Source: an optimization exercise on an open RTL-to-GDS flow (aim: small area, a short achievable clock period and few clock cycles). Production flows keep margins and buffers that such runs may drop. Where RTL was checked, it was by simulation tests only, not by an equivalence proof against the original. Power figures rest on the tool's default switching activity, not on a simulated workload.

Design line_rasterizer_interpolated, start of the top module:
module line_rasterizer_interpolated
#(
    parameter int COORD_BITS = 6,
    parameter int DEPTH_BITS = 16,
    parameter int FRAC_BITS  = 16
) (
    input  wire logic                 aclk,
    input  wire logic                 aresetn,
    input  wire logic                 s_tvalid,
    output logic                      s_tready,
    input  wire logic [((2*(2*COORD_BITS+DEPTH_BITS+32)+7)/8)*8-1:0] s_tdata,
    output logic                      m_tvalid,
    input  wire logic                 m_tready,
    output logic [((2*COORD_BITS+DEPTH_BITS+32+7)/8)*8-1:0] m_tdata,
    output logic                      m_tlast
);
    localparam int C      = COORD_BITS;
    localparam int CW     = lri_pkg::CHAN_W;
    localparam int NC     = lri_pkg::NUM_COLOR;
    localparam int PT_W   = 2*C + DEPTH_BITS + lri_pkg::COLOR_W;
    localparam int OUT_W  = ((2*C + DEPTH_BITS + NC*CW + 7) / 8) * 8;
    localparam int E_W    = C + 2;
    localparam int N_INT  = DEPTH_BITS/2 - 1;
    localparam int C_INT0 = N_INT - CW/2;      
    logic [C-1:0] xa, ya, xb, yb;
    logic [C:0]   dxp, dxn, dyp, dyn;      
    assign xa = s_tdata[C-1:0];
    assign ya = s_tdata[2*C-1:C];
    assign xb = s_tdata[PT_W+C-1:PT_W];
    assign yb = s_tdata[PT_W+2*C-1:PT_W+C];
    assign dxp = {1'b0, xb} - {1'b0, xa};
    assign dxn = {1'b0, xa} - {1'b0, xb};
    assign dyp = {1'b0, yb} - {1'b0, ya};
    assign dyn = {1'b0, ya} - {1'b0, yb};
    logic st_idle, st_geo, st_int, st_rdy, st_z2, st_hold;
    logic [2:0] cnt_reg;
    logic       cint_reg;              
    logic [C-1:0] adx_reg, ady_reg;
    logic         xgt_reg, ygt_reg;
    logic [C-1:0] span_reg, spanm1_reg, nmin_reg;
    logic [C+1:0] span3_reg;
    logic         span32_reg, xmaj_reg, swap_reg, up_reg;
    logic         xmaj_c, swap_c, up_c;
    logic [C-1:0] span_c, nmin_c;
    logic [C+1:0] span3_c;
    logic [2:0]   span_sm;
    always_comb begin
        xmaj_c  = ady_reg < adx_reg;
        swap_c  = xmaj_c ? xgt_reg : ygt_reg;
        span_c  = xmaj_c ? adx_reg : ady_reg;
        nmin_c  = xmaj_c ? ady_reg : adx_reg;
        for (int k = 0; k < 3; k++)
            span_sm[k] = xmaj_c ? (adx_reg == C'(k+1)) : (ady_reg == C'(k+1));
        span3_c = xmaj_c ? ({2'b00, adx_reg} + {1'b0, adx_reg, 1'b0})
  ...
Settings: LEC_CHECK=0, CAP_MARGIN=5, CORE_MARGIN=2, CORE_UTILIZATION=40, CTS_CLUSTER_DIAMETER=80, CTS_CLUSTER_SIZE=24, SETUP_SLACK_MARGIN=4.45, SLEW_MARGIN=5; clock period 7.5 ns.
standard.sh (not shown) runs the stock make flow with config.mk's settings and CLKGATE_MAP_FILE= SYNTH_SCRIPT=/design/flow/synth_recipe.tcl, a recipe that flattens the netlist after the stock synthesis.
==> flow/flow/run.sh <==
#!/bin/bash
# Standard layout, with two changes: the port buffers are made from plain
# buffers (sky130_fd_sc_hd__buf_2) instead of the delay buffers buffer_ports
# picks, and clock tree synthesis adds no dummy loads.
set -euo pipefail
export BUFFER_PORTS_ARGS="-buffer_cell sky130_fd_sc_hd__buf_2"
export CTS_ARGS="-sink_clustering_enable -repair_clock_nets -sink_clustering_size 24 -sink_clustering_max_diameter 80 -dont_use_dummy_load"
bash standard.sh > standard.log 2>&1
The baseline passed the timing, design-rule and antenna checks.
Change:
- SETUP_SLACK_MARGIN: 4.45 -> 4.2
Register-to-register slack gets worse by 0.15 ns.
Clock power falls by about 3%.
Non-clock buffer count went down by 93.
Global-route usage is lower by 0.72 points.
Synthesized cell count does not change.
Change:
- SETUP_SLACK_MARGIN: 4.2 -> 4.1
What happened: Via count shrinks slightly; routed wire length went down slightly; count of clock-buffer cells in the layout went down by 2; final cell count came out lower slightly; clock power goes down by a few percent; power decreases slightly; design area came out lower slightly.
No functional check of the RTL was part of any run of this note.

Another version of the RTL of line_rasterizer_interpolated (not shown whole).
For scale: ~3400 cells after synthesis, about 400 flip-flops, about 190 I/O pins, ~32000 µm² of cells after synthesis.
Settings: LEC_CHECK=0, CAP_MARGIN=5, CORE_MARGIN=2, CORE_UTILIZATION=40, CTS_CLUSTER_DIAMETER=80, CTS_CLUSTER_SIZE=24, SETUP_SLACK_MARGIN=4.45, SLEW_MARGIN=5; clock period 7.5 ns.
Scripts as last shown in full above: flow/flow/run.sh
Testbench counts at the start, summed over its fixed seeds: cycles 38,956.
Next try:
- SETUP_SLACK_MARGIN: 4.45 -> 4.3
=> Cell area goes down by 1.9%. Die area stays the same. Clock skew goes down by 11 ps. Setup slack loses 82 ps. Total power goes down by 2.7%. Global-route usage goes down by 0.29 points. Core utilization goes down by 0.90 points. Wire length goes down by about 1.6%. Cell count goes down by about 0.45%. Non-clock buffer count goes down by 19. Clock power goes down by about 5%.
Next try:
- CORE_UTILIZATION: 40 -> 55
- SETUP_SLACK_MARGIN: 4.3 -> 4.4
Result: The changed run finished with timing, DRC and antenna clean; register-to-register slack hardly moves; wire length went up by 2.9%; setup slack improved by 26 ps; cell count went down by 6.1%; die area went down by 27%; utilization went up by 18 points; first-iteration DRC count went up by 0.86%; total power went up by 3.6%.
Next try:
- CORE_UTILIZATION: 55 -> 40
- SETUP_SLACK_MARGIN: 4.4 -> 4.2
Result:
- combinational power goes down by 9.0%
- total power went down by 3.0%
- die area grows by 37%
- synthesized cell count stays the same
- hold slack improves by 29 ps
- core utilization went down by 18 points
- worst setup slack is worse by 110 ps
- clock power stays flat
- design area went down by 1.5%
Next try:
- SETUP_SLACK_MARGIN: 4.2 -> 4.0
Sequential share of layout area climbs by 0.69 points.
Flip-flop and latch count does not change.
Clock power came out lower by about 9%.
Via count goes down by 1.1%.
Worst setup slack degrades by 190 ps.
Clock skew is higher by 14 ps.
Sequential power hardly moves.
Area after synthesis stays the same.

[re-timing with driven ports]
No port has a modelled driver above. Below, the same layouts with a new extraction and two added sets of constraints.
Step 1 assumes that a clkbuf_16 drives the clock port and a buf_2 every other input.
Step 2, shift: input delay + t, output delay - t, t = (earliest + latest rising clock arrival at the registers) / 2. This alone moves slack from input paths to output paths.
Three values: ideal, step 1, step 2; two values: the first two.
| run | t (ns) | setup slack, ns | slew at the worst register clock pin (ns) | pins driven straight from the clock port |
|---|---|---|---|---|
| the first run of note 1 | 0.670 | 4.287 / 4.225 / 3.846 | 0.10 / 0.10 | 1 |
| the second run of note 1 | 0.653 | 4.206 / 4.206 / 3.716 | 0.10 / 0.10 | 1 |
| the third run of note 1 | 0.659 | 4.139 / 4.154 / 3.524 | 0.10 / 0.10 | 1 |
| the first run of note 2 | 0.645 | 4.451 / 4.451 / 3.868 | 0.10 / 0.10 | 1 |
| the second run of note 2 | 0.633 | 4.369 / 4.376 / 3.761 | 0.10 / 0.10 | 1 |
| the third run of note 2 | 0.664 | 4.394 / 4.394 / 3.811 | 0.10 / 0.10 | 1 |
| the fourth run of note 2 | 0.662 | 4.281 / 4.281 / 3.660 | 0.09 / 0.09 | 1 |
| the fifth run of note 2 | 0.642 | 4.091 / 4.091 / 3.582 | 0.11 / 0.11 | 1 |
After both steps every run listed still meets setup and hold. The setup slack of the fourth run of note 2, which loses most, moves by 0.000 ns with the drivers and by -0.621 ns with both steps.
